Source: an optimization exercise on an open RTL-to-GDS flow (aim: small area, a short achievable clock period and few clock cycles per item). Production flows keep margins and buffers that such runs may drop.
In this exercise RTL edits were held to simulation tests only and were not proved equivalent to the original.

===== flow/design.v =====
package rau_pkg;
    localparam int NUM_W       = 34;
    localparam int DEN_W       = 33;
    localparam int OUT_TDATA_W = ((NUM_W + DEN_W + 7) / 8) * 8;
    localparam int CMD_W       = 2;
    localparam int STATUS_W    = 2;
    localparam logic [CMD_W-1:0] CMD_ADD = 2'd0;
    localparam logic [CMD_W-1:0] CMD_SUB = 2'd1;
    localparam logic [CMD_W-1:0] CMD_MUL = 2'd2;
    localparam logic [CMD_W-1:0] CMD_DIV = 2'd3;
    localparam logic [STATUS_W-1:0] ST_OK       = 2'd0;
    localparam logic [STATUS_W-1:0] ST_BAD_DEN  = 2'd1;
    localparam logic [STATUS_W-1:0] ST_DIV_ZERO = 2'd2;
endpackage
module rau_seq (
    input  logic        clk,
    input  logic        rst_n,
    input  logic        s_tvalid,
    output logic        s_tready,
    input  logic [63:0] s_tdata,
    input  logic [1:0]  s_tuser,
    output logic        done,       
    input  logic        take,       
    output logic [32:0] n_out,      
    output logic [30:0] d_out,      
    output logic [1:0]  st_out
);
    logic        busy;
    logic        done_reg;
    logic        mul;               
    logic [2:0]  cnt;
    logic [17:0] x1;                
    logic [15:0] x3;                
    logic [17:0] x3n;               
    logic [18:0] x13;               
    logic        prep;              
    logic [15:0] r1, r3;            
    logic        neg1, neg3;        
    logic        seen1, seen3;
    logic        addsub;            
    logic [16:0] acc_n;             
    logic [14:0] acc_d;             
    logic [1:0]  st;
    logic [15:0] an, ad, bn, bd;
    logic [1:0]  cmd;
    logic        p1a, p1b, p2a, p2b;   
    logic        y3a, y3b;             
    logic        n1a, n1b, n3a, n3b;   
    logic        nseen1, nseen3;
    logic [15:0] c1, c3;               
    logic        sg1;
    logic        sg2;
    logic [18:0] a0, pa, pb, sum_n;
    logic [16:0] sum_d, ta, tb;
    logic        last_even;         
    logic        by4;
    logic        mul_more;          
    assign an  = s_tdata[15:0];
    assign ad  = s_tdata[31:16];
    assign bn  = s_tdata[47:32];
    assign bd  = s_tdata[63:48];
    assign cmd = s_tuser;
    assign s_tready = !busy;
    assign done     = done_reg;
    always_comb
    begin
        nseen1 = seen1 | r1[0] | r1[1];
        nseen3 = seen3 | r3[0] | r3[1];
        n1a    = r1[2] ^ (neg1 & nseen1);
        n1b    = r1[3] ^ (neg1 & (nseen1 | r1[2]));
        n3a    = r3[2] ^ (neg3 & nseen3);
        n3b    = r3[3] ^ (neg3 & (nseen3 | r3[2]));
        c1     = (cmd == rau_pkg::CMD_DIV) ? bd : bn;
        sg1    = cmd[1] ? (ad[15] ^ bn[15] ^ bd[15]) : ad[15];
        sg2    = ad[15] ^ bn[15] ^ bd[15] ^ (cmd == rau_pkg::CMD_SUB);   
        c3     = (cmd == rau_pkg::CMD_DIV) ? bn : bd;
        a0    = {{2{acc_n[16]}}, acc_n};
        case ({p2a, p1a})
            2'b01:   pa = {x1[17], x1};
            2'b10:   pa = {x3n[17], x3n};
            2'b11:   pa = x13;
            default: pa = 19'd0;
        endcase
        case ({p2b, p1b})
            2'b01:   pb = {x1, 1'b0};
            2'b10:   pb = {x3n, 1'b0};
            2'b11:   pb = {x13[17:0], 1'b0};
            default: pb = 19'd0;
        endcase
        sum_n = a0 + pa + pb;
        ta    = y3a ? {1'b0, x3} : 17'd0;
        tb    = y3b ? {x3, 1'b0} : 17'd0;
        sum_d = {2'b0, acc_d} + ta + tb;
        mul_more  = mul && (cnt != 3'd7);
        by4       = mul || (r1[1:0] == 2'b00 && r3[1:0] == 2'b00);
        last_even = (st == rau_pkg::ST_OK)
                  && (by4 ? (!r1[2] && !r3[2]) : (!r1[1] && !r3[1]));
    end
    always_ff @(posedge clk or negedge rst_n)
    begin
        if (!rst_n)
        begin
            busy     <= 1'b0;
            done_reg <= 1'b0;
        end
        else if (!busy)
        begin
            busy     <= s_tvalid;
            done_reg <= 1'b0;
        end
        else if (done_reg)
        begin
            busy     <= !take;
            done_reg <= !take;
        end
        else if (!mul || cnt == 3'd7)
        begin
            done_reg <= !last_even;
        end
    end
    always_ff @(posedge clk)
    begin
        if (!busy)
        begin
            x1     <= sg1 ? -{{2{an[15]}}, an} : {{2{an[15]}}, an};
            x3     <= ad[15] ? -ad : ad;
            x3n    <= sg2 ? -{{2{ad[15]}}, ad} : {{2{ad[15]}}, ad};
            prep   <= 1'b1;
            r1     <= c1;
            r3     <= c3;
            neg1   <= c1[15];
            neg3   <= c3[15];
            p1a    <= cmd[1] ? c1[0] : c3[0];
            p1b    <= cmd[1] ? (c1[1] ^ (c1[15] & c1[0])) : (c3[1] ^ (c3[15] & c3[0]));
            p2a    <= !cmd[1] & c1[0];
            p2b    <= !cmd[1] & (c1[1] ^ (c1[15] & c1[0]));
            y3a    <= c3[0];
            y3b    <= c3[1] ^ (c3[15] & c3[0]);
            addsub <= !cmd[1];
            seen1  <= 1'b0;
            seen3  <= 1'b0;
            mul    <= 1'b1;
            cnt    <= 3'd0;
            acc_n  <= '0;
            acc_d  <= '0;
            if (ad == '0 || bd == '0)
                st <= rau_pkg::ST_BAD_DEN;
            else if (cmd == rau_pkg::CMD_DIV && bn == '0)
                st <= rau_pkg::ST_DIV_ZERO;
            else
                st <= rau_pkg::ST_OK;
        end
        else if (prep)
        begin
            x13  <= {x1[17], x1} + {x3n[17], x3n};
            prep <= 1'b0;
        end
        else if (!done_reg)
        begin
            if (by4)
            begin
                seen1 <= nseen1;
                seen3 <= nseen3;
                p1a   <= mul_more & (addsub ? n3a : n1a);   
                p1b   <= mul_more & (addsub ? n3b : n1b);
                p2a   <= mul_more & addsub & n1a;           
                p2b   <= mul_more & addsub & n1b;
                y3a   <= mul_more & n3a;
                y3b   <= mul_more & n3b;
                acc_n <= sum_n[18:2];
                acc_d <= sum_d[16:2];
                r1    <= {sum_n[1:0], r1[15:2]};
                r3    <= {sum_d[1:0], r3[15:2]};
                cnt   <= cnt + 3'd1;
                mul   <= mul_more;
            end
            else
            begin
                acc_n <= {acc_n[16], acc_n[16:1]};
                acc_d <= {1'b0, acc_d[14:1]};
                r1    <= {acc_n[0], r1[15:1]};
                r3    <= {acc_d[0], r3[15:1]};
            end
        end
    end
    assign n_out  = {acc_n, r1};
    assign d_out  = {acc_d, r3};
    assign st_out = st;
endmodule
module rau_datapath (
    input  logic        clk,
    input  logic        rst_n,
    input  logic        in_done,    
    output logic        take,       
    input  logic [32:0] n_in,
    input  logic [30:0] d_in,
    input  logic [1:0]  st_in,
    output logic        m_tvalid,
    input  logic        m_tready,
    output logic [71:0] m_tdata,
    output logic [1:0]  m_tuser
);
    logic        run;               
    logic        vld;               
    logic        pre;               
    logic [31:0] u, v;
    logic signed [32:0] p, q;
    logic [30:0] r, s;
    logic        f_swap, f_neg;     
    logic [1:0]  st;
    logic        go, stepping, ld;
    logic        ue, eq, ge, keep1;
    logic [32:0] d1, d2;
    logic [31:0] pre_u;
    logic [3:0]  lowz, dl;          
    logic [4:2]  bw;                
    logic [1:0]  j;                 
    logic signed [32:0] qe, pre_p, sum_pq;
    logic [30:0] se, pre_r, sum_rs;
    logic [31:0] u_step, v_step;
    logic [32:0] p_step, q_step;
    logic [30:0] r_step, s_step;
    logic        n_neg, trivial, swap;
    logic [31:0] n_mag, u_ld, v_ld;
    logic signed [32:0] p_ld;
    logic [30:0] r_ld;
    always_comb
    begin
        go       = pre && !run && (!vld || m_tready);
        stepping = run || go;
        eq       = (u == v);
        ld       = !stepping || eq;
        take     = go;
    end
    always_comb
    begin
        qe     = run ? q : (f_swap ? (f_neg ? -33'sd1 : 33'sd1) : 33'sd0);
        se     = run ? s : {30'd0, !f_swap};
        ue     = !u[0];
        d1     = {1'b0, u} - {1'b0, v};
        d2     = {1'b0, v} - {1'b0, u};
        ge     = !d1[32];
        keep1  = ue || ge;
        sum_pq = p + qe;
        sum_rs = r + se;
        pre_u  = ue ? u : (ge ? d1[31:0] : d2[31:0]);
        pre_p  = keep1 ? p : qe;
        pre_r  = keep1 ? r : se;
        bw[2]  = !u[1] & v[1];
        bw[3]  = (!u[2] & v[2]) | (!(u[2] ^ v[2]) & bw[2]);
        bw[4]  = (!u[3] & v[3]) | (!(u[3] ^ v[3]) & bw[3]);
        dl     = {u[4] ^ v[4] ^ bw[4], u[3] ^ v[3] ^ bw[3], u[2] ^ v[2] ^ bw[2], u[1] ^ v[1]};
        lowz   = ue ? u[4:1] : dl;
        if (lowz[0])
            j = 2'd0;
        else if (lowz[1])
            j = 2'd1;
        else if (lowz[2])
            j = 2'd2;
        else
            j = 2'd3;
        u_step = pre_u >> ({1'b0, j} + 3'd1);
        p_step = pre_p << ({1'b0, j} + 3'd1);
        r_step = pre_r << ({1'b0, j} + 3'd1);
        v_step = keep1 ? v : u;
        q_step = (ue && !eq) ? qe : sum_pq;
        s_step = (ue && !eq) ? se : sum_rs;
    end
    always_comb
    begin
        n_neg   = n_in[32];
        n_mag   = n_neg ? 32'(-n_in) : n_in[31:0];
        trivial = (n_in == '0) || (st_in != rau_pkg::ST_OK);
        swap    = !trivial && !d_in[0];
        u_ld    = (trivial || swap) ? {1'b0, d_in} : n_mag;
        v_ld    = swap ? n_mag : {1'b0, d_in};
        p_ld    = (trivial || swap) ? 33'sd0 : (n_neg ? -33'sd1 : 33'sd1);
        r_ld    = {30'd0, swap};
    end
    always_ff @(posedge clk or negedge rst_n)
    begin
        if (!rst_n)
        begin
            run <= 1'b0;
            vld <= 1'b0;
            pre <= 1'b0;
        end
        else
        begin
            run <= stepping && !eq;
            pre <= ld && in_done && !go;
            if (stepping && eq)
                vld <= 1'b1;
            else if (m_tready)
                vld <= 1'b0;
        end
    end
    always_ff @(posedge clk)
    begin
        if (ld)
        begin
            u      <= u_ld;
            v      <= v_ld;
            p      <= p_ld;
            r      <= r_ld;
            f_swap <= swap;
            f_neg  <= n_neg;
        end
        else
        begin
            u <= u_step;
            v <= v_step;
            p <= p_step;
            r <= r_step;
        end
        if (stepping)
        begin
            q <= q_step;
            s <= s_step;
        end
        if (go)
            st <= st_in;
    end
    assign m_tvalid = vld;
    assign m_tdata  = {5'd0, 2'd0, s, q[32], q};
    assign m_tuser  = st;
endmodule
module rational_arith_unit #(
    parameter  int OPERAND_WIDTH = 16,
    localparam int IN_TDATA_W    = ((4 * OPERAND_WIDTH + 7) / 8) * 8
) (
    input  logic                               clk,
    input  logic                               rst_n,
    input  logic                               s_tvalid,
    output logic                               s_tready,
    input  logic [IN_TDATA_W-1:0]              s_tdata,    
    input  logic [rau_pkg::CMD_W-1:0]          s_tuser,    
    output logic                               m_tvalid,
    input  logic                               m_tready,
    output logic [rau_pkg::OUT_TDATA_W-1:0]    m_tdata,    
    output logic [rau_pkg::STATUS_W-1:0]       m_tuser     
);
    logic        mul_done;
    logic        take;
    logic [32:0] n;
    logic [30:0] d;
    logic [1:0]  st;
    rau_seq u_mul (
        .clk      (clk),
        .rst_n    (rst_n),
        .s_tvalid (s_tvalid),
        .s_tready (s_tready),
        .s_tdata  (s_tdata),
        .s_tuser  (s_tuser),
        .done     (mul_done),
        .take     (take),
        .n_out    (n),
        .d_out    (d),
        .st_out   (st)
    );
    rau_datapath u_gcd (
        .clk      (clk),
        .rst_n    (rst_n),
        .in_done  (mul_done),
        .take     (take),
        .n_in     (n),
        .d_in     (d),
        .st_in    (st),
        .m_tvalid (m_tvalid),
        .m_tready (m_tready),
        .m_tdata  (m_tdata),
        .m_tuser  (m_tuser)
    );
endmodule

===== flow/flow/run.sh =====
#!/bin/bash
# The standard ORFS layout, with timing repair aimed 6 ns below the
# 10 ns clock period instead of the 5 ns the settings list allows.
set -euo pipefail
bash standard.sh SETUP_SLACK_MARGIN=6 finish > standard.log 2>&1

===== flow/standard.sh =====
#!/bin/bash
# synth_recipe.tcl (not shown) runs the flow's synth.tcl, then flattens the netlist and writes it again
# the make line also repeats each setting of config.mk as NAME=value (left out here)
make -C /OpenROAD-flow-scripts/flow DESIGN_CONFIG=/design/flow/config.mk WORK_HOME=/design/flow/orfs CLKGATE_MAP_FILE= SYNTH_SCRIPT=/design/flow/synth_recipe.tcl "${@:-finish}"

===== flow/config.mk =====
export PLATFORM = sky130hd
export DESIGN_NAME = rational_arith_unit
export DESIGN_NICKNAME = rational_arith_unit
export VERILOG_FILES = /design/flow/design.v
export SDC_FILE = /design/flow/constraint.sdc
export NUM_CORES = 4
export LEC_CHECK = 0
export CAP_MARGIN = 20
export CORE_MARGIN = 2
export CORE_UTILIZATION = 40
export SLEW_MARGIN = 20

===== flow/constraint.sdc =====
create_clock -name core_clock -period 10.0 [get_ports {clk}]
set_input_delay 2.0000 -clock core_clock [delete_from_list [all_inputs] [get_ports {clk}]]
set_output_delay 2.0000 -clock core_clock [all_outputs]
set_load 0.01 [all_outputs]

==> notes.md, run 1 <==
DR pass1 iterations=5; GR Util All Layers=22.72%; CTS buffer count=44; RSZ-0062 raised after global routing=true; diode insertion count for antenna repair=0; count of pins over their slew limit=0; biggest registers after layout=u_gcd.p: 33 flops, u_gcd.q: 33 flops; hold-fix buffers at CTS=0; Vias/cell=around 5.7; arrival time reported for the critical path endpoint=~4.3 ns; post-route setup TNS=0 ns; critical path capture point type=flop; first-pass GRT wire length=140.8 mm; mean area per synthesized cell=8.636 um2; Post-layout nets=3829; Antenna Violating Nets Remaining=0; FF+latch count, synth=between 300 and 400; Remaining Overflow, GRT=0; Hold Slack=0.4619 ns; clock tree from TritonCTS=done; depth of the worst register-to-register path=19; Starting Density=40.50%; worst setup skew after layout=0.04672 ns; portion of synthesized cell area occupied by the leading cell type=21.68%; maximum level of the CTS H-tree=2; Ports=146; number of enable flip-flop cells after synthesis=214; Iter 0 DRT Violations=2177; clock latency (worst-skew pair)=0.60 ns; outcome=finished clean; final WL=roughly 90 mm; CORE AREA=0.07321 mm2; number of setup violations in the final report=0; Synth Warn #=2; floorplan die height=276.2 um; total half-perimeter wirelength after legalization and detailed placement=63.82 mm; clock tree sinks=roughly 350; number of antenna violations at the first check in global routing=0; area growth from synthesis to layout=19.19%; total standard cell area after synthesis=just under 0.03 mm2; clock tree root driver cell=sky130_fd_sc_hd__clkbuf_16; average wire per standard cell=19.90 um; Buffers on Ports=138; Fin. Hold Viols=0; share of layout cells above drive strength 1=14.14%; row count=99; Data required, critical path=10.31 ns; non-filler cells in the finished layout=4530; fraction of registers with async set/reset=1.416%; transition time of the tightest slew-check pin=slightly above 1 ns; max_cap viols=0; DRC violation count after routing=0; clock input transition at the sequential cells of the worst setup and hold paths=around 0.06 ns; crit share post-route=39.71%; Seq/Total Area, Yosys=31.15%; max-slew headroom at the worst pin=32.51%; RePlAce Congestion=0.8974; vias in the first global route=24793; final core utilization=48.27%; leading area contributor after synthesis=sky130_fd_sc_hd__edfxtp_1; type of the worst min-delay path=flop to flop; most used flip-flop cell after synthesis=sky130_fd_sc_hd__edfxtp_1; dominant cells by area after synthesis=sky130_fd_sc_hd__edfxtp_1, sky130_fd_sc_hd__dfxtp_1, sky130_fd_sc_hd__ha_1; Critical Setup Path Class=flop to flop; count of distinct cell types in the synthesized netlist=92; maximum number of pins on one net before global-route repair=93; Hold Crit Depth=2; Vias=25995; final critical delay including setup and external delays=3.971 ns; CP Launch Type=flop; cells after synthesis=3433; Die X=276.2 um; overall die area=0.07631 mm2; buffer levels on the longest clock path=3; largest fanout of any net on the critical path=6; maximum clock frequency=251.8 MHz; Inst Count DP=4358
-- critical path, cell delays in order, from the launching register on --
cell and delay (ns):
sky130_fd_sc_hd__dfrtp_4 0.49, sky130_fd_sc_hd__buf_12 0.16, sky130_fd_sc_hd__buf_16 0.14, sky130_fd_sc_hd__a21oi_4 0.15
sky130_fd_sc_hd__inv_1 0.06, sky130_fd_sc_hd__ha_2 0.18, sky130_fd_sc_hd__inv_2 0.06, sky130_fd_sc_hd__fa_2 0.22
sky130_fd_sc_hd__nor2b_2 0.05, sky130_fd_sc_hd__o31a_1 0.32, sky130_fd_sc_hd__o221a_4 0.26, sky130_fd_sc_hd__a21oi_4 0.15
sky130_fd_sc_hd__o31a_1 0.20, sky130_fd_sc_hd__o211ai_1 0.09, sky130_fd_sc_hd__buf_4 0.16, sky130_fd_sc_hd__a2111oi_4 0.46
sky130_fd_sc_hd__o31ai_1 0.14, sky130_fd_sc_hd__a21oi_1 0.17, sky130_fd_sc_hd__xor2_1 0.16, sky130_fd_sc_hd__o21ai_1 0.07
-- what timing repair did --
item                                    CTS  global route
endpoints found under the setup margin  209           138
buffers inserted                         39            40
pin swaps                                20            50
gates resized for setup                 108           105
cloned                                    9             2
-- metal layers --
metal  part of all wire [%]  routed length (um)  up-vias  GRT usage [%]
li1                       -                   -    12681              -
met5                      0                   0        -              0
met4                    2.3                2033        0          5.408
met2                     45               40560      738          36.32
met1                     47               42420    12446          32.84
met3                    5.7                5111      130          2.476
-- metrics by stage --
stage | setup WS (ns) | instance area [um2]
2_1_floorplan | 5.589 | 30590
3_3_place_gp | 4.770 | 32190
3_5_place_dp | 4.692 | 32190
4_1_cts | 5.910 | 34520
5_1_grt | 5.833 | 35340
6_report | 6.029 | 35340
-- path summary, 6_finish.rpt --
kind | from | to | slack (ns)
max | u_gcd.run | u_gcd.s[28] | 6.03
min | u_mul.seen3 | u_mul.seen3 | 0.46
max reg2reg | u_gcd.run | u_gcd.s[28] | 6.03
min reg2reg | u_mul.seen3 | u_mul.seen3 | 0.46
max in group asynchronous | rst_n | u_gcd.run | 7.94
min in group asynchronous | rst_n | u_gcd.vld | 1.71
-- cells by family (layout without fill, tap and decap cells) --
family | after synthesis | after routing | synth area share [%]
compound gates | 1001 | 1004 | 21.93
xor+xnor | 198 | 198 | 5.850
fa+ha+maj | 224 | 224 | 10.44
buf+inv | 466 | 593 | 6.335
flops | 353 | 353 | 31.15
mux | 253 | 253 | 9.543
other cells | 1 | 7 | 0.01265
simple gates | 937 | 939 | 14.74
-- cells in the mapped netlist (21+ instances only) --
master / count
sky130_fd_sc_hd__o221ai_1: 36
sky130_fd_sc_hd__clkbuf_1: 143
sky130_fd_sc_hd__xor2_1: 68
sky130_fd_sc_hd__or3_1: 29
sky130_fd_sc_hd__o31ai_1: 24
sky130_fd_sc_hd__a211oi_1: 77
sky130_fd_sc_hd__edfxtp_1: 214
sky130_fd_sc_hd__nand2b_1: 26
sky130_fd_sc_hd__mux2i_1: 187
sky130_fd_sc_hd__o21ai_0: 205
sky130_fd_sc_hd__dfxtp_1: 134
sky130_fd_sc_hd__nand2_1: 388
sky130_fd_sc_hd__o211ai_1: 52
sky130_fd_sc_hd__xnor2_1: 130
sky130_fd_sc_hd__fa_1: 39
sky130_fd_sc_hd__ha_1: 185
sky130_fd_sc_hd__nor2b_1: 22
sky130_fd_sc_hd__a22oi_1: 40
sky130_fd_sc_hd__nor2_1: 202
sky130_fd_sc_hd__buf_1: 21
sky130_fd_sc_hd__mux2_2: 47
sky130_fd_sc_hd__inv_1: 252
sky130_fd_sc_hd__a21o_1: 65
sky130_fd_sc_hd__and2_1: 63
sky130_fd_sc_hd__o21bai_1: 28
sky130_fd_sc_hd__nand3_1: 48
sky130_fd_sc_hd__o22ai_1: 38
sky130_fd_sc_hd__a31oi_1: 57
sky130_fd_sc_hd__a21oi_1: 253
sky130_fd_sc_hd__nor3_1: 41
sky130_fd_sc_hd__and3_1: 45
sky130_fd_sc_hd__buf_2: 25
-- cells in the final DEF (no fill, tap or decap), types with 92 or more instances in the layout --
master	synthesis	layout
sky130_fd_sc_hd__edfxtp_1	214	214
sky130_fd_sc_hd__buf_4	18	92
sky130_fd_sc_hd__ha_1	185	162
sky130_fd_sc_hd__dfxtp_1	134	132
sky130_fd_sc_hd__nor2_1	202	191
sky130_fd_sc_hd__nand2_1	388	370
sky130_fd_sc_hd__mux2i_1	187	180
sky130_fd_sc_hd__a21oi_1	253	231
sky130_fd_sc_hd__xnor2_1	130	130
sky130_fd_sc_hd__o21ai_0	205	155
sky130_fd_sc_hd__inv_1	252	242
sky130_fd_sc_hd__clkdlybuf4s50_1	0	132
-- final cells by class --
class	instances	area, um2
repair buffers	255	2545
flip-flops and latches	353	9241
well taps	959	1200
fillers	6892	37870
clock inverters	18	167.7
multi-input cells	2625	19870
repair inverters	1	5.005
clock buffers	64	1300
inverters	255	1008
Testbench counts, summed over its fixed seeds: cycles 39,266, items 2,400.
==> run 2: changes to the inputs <==
--- a/flow/design.v
+++ b/flow/design.v
@@ -34,6 +34,7 @@
     logic [17:0] x3n;               
     logic [18:0] x13;               
     logic        prep;              
+    logic        f1b, f2b;          
     logic [15:0] r1, r3;            
     logic        neg1, neg3;        
     logic        seen1, seen3;
@@ -71,6 +72,8 @@
         n3a    = r3[2] ^ (neg3 & nseen3);
         n3b    = r3[3] ^ (neg3 & (nseen3 | r3[2]));
         c1     = (cmd == rau_pkg::CMD_DIV) ? bd : bn;
+        f1b    = c3[1] ^ (c3[15] & c3[0]);
+        f2b    = c1[1] ^ (c1[15] & c1[0]);
         sg1    = cmd[1] ? (ad[15] ^ bn[15] ^ bd[15]) : ad[15];
         sg2    = ad[15] ^ bn[15] ^ bd[15] ^ (cmd == rau_pkg::CMD_SUB);   
         c3     = (cmd == rau_pkg::CMD_DIV) ? bn : bd;
@@ -125,15 +128,15 @@
             x1     <= sg1 ? -{{2{an[15]}}, an} : {{2{an[15]}}, an};
             x3     <= ad[15] ? -ad : ad;
             x3n    <= sg2 ? -{{2{ad[15]}}, ad} : {{2{ad[15]}}, ad};
-            prep   <= 1'b1;
+            prep   <= !cmd[1] && ((c3[0] && c1[0]) || (f1b && f2b));
             r1     <= c1;
             r3     <= c3;
             neg1   <= c1[15];
             neg3   <= c3[15];
             p1a    <= cmd[1] ? c1[0] : c3[0];
-            p1b    <= cmd[1] ? (c1[1] ^ (c1[15] & c1[0])) : (c3[1] ^ (c3[15] & c3[0]));
+            p1b    <= cmd[1] ? f2b : f1b;
             p2a    <= !cmd[1] & c1[0];
-            p2b    <= !cmd[1] & (c1[1] ^ (c1[15] & c1[0]));
+            p2b    <= !cmd[1] & f2b;
             y3a    <= c3[0];
             y3b    <= c3[1] ^ (c3[15] & c3[0]);
             addsub <= !cmd[1];
@@ -152,7 +155,6 @@
         end
         else if (prep)
         begin
-            x13  <= {x1[17], x1} + {x3n[17], x3n};
             prep <= 1'b0;
         end
         else if (!done_reg)
@@ -183,6 +185,10 @@
             end
         end
     end
+    always_ff @(posedge clk)
+    begin
+        x13 <= {x1[17], x1} + {x3n[17], x3n};
+    end
     assign n_out  = {acc_n, r1};
     assign d_out  = {acc_d, r3};
     assign st_out = st;
==> run 2 against run 1 <==
Still clean on timing, DRC and antenna. First-iteration DRC count rose by 3.5%. Synthesized cell count is 0.76% higher. Worst setup slack improved by 0.027 ns. Sequential share of layout area fell by 0.58 points. Die area decreased by 0.53%. Final area increased by 0.21%. Wire length increased by 0.27%. Utilization rose by 0.27 points. Critical endpoint is now u_mul.x3[13]. Largest cell class unchanged.
==> notes.md, run 2 <==
outcome=finished clean; Fin. Hold Viols=0; CP Launch Type=input port; overall die area=0.07590 mm2; Buffers on Ports=between 100 and 150; Post-layout nets=3860; most common library cell in the layout ignoring fill and taps=sky130_fd_sc_hd__nand2_1; CORE AREA=0.07296 mm2; worst setup slack before clock tree synthesis=3.523 ns; Die X=275.5 um; max_cap viols=0; clock input transition at the sequential cells of the worst setup and hold paths=0.06 ns; top-count cell post-synth=sky130_fd_sc_hd__nand2_1; post-route setup TNS=0 ns; worst setup skew after layout=0.02723 ns; slowest CP cell=sky130_fd_sc_hd__or3_4; Worst Slack Setup Final=6.056 ns; maximum level of the CTS H-tree=2; total standard cell area after synthesis=0.02949 mm2; Data required, critical path=10.33 ns; most used flip-flop cell after synthesis=sky130_fd_sc_hd__edfxtp_1; clock tree root driver cell=sky130_fd_sc_hd__clkbuf_16; vias in the first global route=between 20000 and 30000; DRC violation count after routing=0; maximum clock frequency=253.6 MHz; Register Area=0.009055 mm2; max-slew headroom at the worst pin=28.95%; number of buffers and inverters on the critical path=1; arrival time reported for the critical path endpoint=4.27 ns; clock tree sinks=353; DR pass1 iterations=6; GR Util All Layers=between 20% and 30%; non-filler cells in the finished layout=4562; number of enable flip-flop cells after synthesis=195; buffer levels on the longest clock path=3; most common cell type on the critical path=sky130_fd_sc_hd__or3_4; maximum number of pins on one net before global-route repair=70; Remaining Overflow, GRT=0; family with the most delay on the worst path=simple AND/OR/NAND/NOR gates; FF+latch count, synth=between 300 and 400; fraction of registers with async set/reset=about 1.4%; leading area contributor after synthesis=sky130_fd_sc_hd__edfxtp_1; area used by multi-input combinational logic=0.01998 mm2; Critical Setup Path Class=input port to flop; portion of synthesized cell area occupied by the leading cell type=19.86%; most used cells in the layout excluding fill and tap cells=sky130_fd_sc_hd__nand2_1, sky130_fd_sc_hd__a21oi_1, sky130_fd_sc_hd__inv_1, sky130_fd_sc_hd__nor2_1, sky130_fd_sc_hd__edfxtp_1; number of antenna violations at the first check in global routing=1; total half-perimeter wirelength after legalization and detailed placement=64.82 mm; diode insertion count for antenna repair=0; count of distinct cell types in the synthesized netlist=87; leading post-synthesis cells by instance count=sky130_fd_sc_hd__nand2_1, sky130_fd_sc_hd__a21oi_1, sky130_fd_sc_hd__inv_1; critical path capture point type=flop; Inst Count DP=4386; largest fanout of any net on the critical path=6; Layout Cell Area excl Fill=0.03541 mm2; count of pins over their slew limit=0; list of cells traversed by the critical path=buf_4 > or3_4 > or3_4 > or3_4 > or3_4 > or3_4 > o31ai_4 > xnor2_1; type of the worst min-delay path=flop to flop; mean area per synthesized cell=8.524 um2; Starting Density=40.41%; clock latency (worst-skew pair)=0.60 ns; Ports=146; Seq/Total Area, Yosys=30.67%; Synth Warn #=2; average wire per standard cell=a little under 20 um; Vias=26293; Iter 0 DRT Violations=2253; first-pass GRT wire length=about 140 mm; transition time of the tightest slew-check pin=1.062 ns; row count=slightly below 100; area growth from synthesis to layout=20.10%; RePlAce Congestion=0.8922; Critical Path Max Stage Delay=0.41 ns; dominant cells by area after synthesis=sky130_fd_sc_hd__edfxtp_1, sky130_fd_sc_hd__dfxtp_1, sky130_fd_sc_hd__ha_1; number of setup violations in the final report=0; Antenna Violating Nets Remaining=0; floorplan die height=roughly 280 um; cells after synthesis=3459; CTS buffer count=45; Vias/cell=about 5.8; Hold Slack=about 0.47 ns; clock tree from TritonCTS=done; hold-fix buffers at CTS=0; crit share post-route=39.44%; FF-to-FF setup slack=between 6 and 7 ns; final critical delay including setup and external delays=roughly 4 ns; final WL=90.37 mm; share of layout cells above drive strength 1=13.96%; post-place instance area=0.03211 mm2; biggest registers after layout=u_gcd.p: 33 flops, u_gcd.q: 33 flops; fillcell total=6898; RSZ-0062 raised after global routing=true
run 2: tightest hold or removal path, delay by kind of cell, from the launching register on:
family          cells  cell delay [ns]
compound gates      1             0.05
flops               1             0.33
simple gates        1             0.05
run 2: path summary, 6_finish.rpt:
path	from	end	cells past startpoint
min in group asynchronous	rst_n	u_mul.done_reg	1
worst max-delay path	s_tdata[16]	u_mul.x3[13]	8
worst min register to register	u_mul.seen3	u_mul.seen3	2
worst min-delay path	u_mul.seen3	u_mul.seen3	2
max in group asynchronous	rst_n	u_gcd.run	1
worst max register to register	u_gcd.run	u_gcd.q[32]	15
run 2: area by class of cell:
cell class              count  share of cell area, %
repair buffers            261                  7.473
repair inverters            1                0.02120
multi-input cells        2657                  56.41
clock inverters            14                 0.4381
clock buffers              70                  3.989
well taps                 959                  3.388
flip-flops and latches    353                  25.57
inverters                 247                  2.710
run 2: cells by family (layout without fill, tap and decap cells):
family | Yosys count | count (layout) | share of synthesized area (%)
AOI/OAI and AO/OA | 1024 | 1024 | 22.32
and+or+nand+nor | 952 | 955 | 15.26
buffers and inverters | 458 | 593 | 6.085
DFF | 353 | 353 | 30.67
muxes | 246 | 246 | 9.191
adders and majority gates | 224 | 224 | 10.50
xor gates and xnor gates | 201 | 201 | 5.970
other | 1 | 7 | 0.01272
run 2: repair_timing:
item / in CTS / in global routing
resized for setup: 100 / 126
gates cloned: 6 / 4
pin swaps: 15 / 46
endpoints found under the setup margin: 234 / 127
setup buffers: 39 / 43
run 2: metrics by stage:
stage,util (%)
floorplan,-
global placement,44.01
detailed placement,44.01
CTS,47.29
global route,48.54
finish,48.54
run 2: layer usage:
metal / global-route usage [%] / up-vias / wire length (um)
li1: - / 12822 / -
met1: 31.39 / 12638 / 40900
met2: 38.39 / 694 / 42310
met3: 2.766 / 137 / 4517
met4: 7.070 / 2 / 2636
met5: 0 / - / 14
Testbench counts of run 2, summed over its fixed seeds: cycles 38,696, items 2,400.

==> separate check: timing with driven ports <==
The flow's constraints put no driver on any port. The routed layouts listed below were extracted and timed again, unchanged, in two steps.
Step 1 assumes that a clkbuf_16 drives the clock port and a buf_2 every other input.
Step 2 moves the port delays by t, midway between the first and last clock arrival at a register: inputs arrive t later, outputs are due t later. That takes back most of the time a late clock gives input paths.
Slacks: ideal / step 1 / step 2; pairs: ideal / step 1.
run	t, ns	setup WS [ns]	hold WS [ns]	clock arrival spread, ns
run 1	0.638	6.029 / 6.002 / 5.446	0.462 / 0.462 / 0.462	0.048 / 0.048
run 2	0.653	6.056 / 6.086 / 5.442	0.467 / 0.467 / 0.467	0.027 / 0.027
After both steps every run listed still meets setup and hold. The setup slack of run 2, which loses most, moves by +0.030 ns with the drivers and by -0.614 ns with both steps.
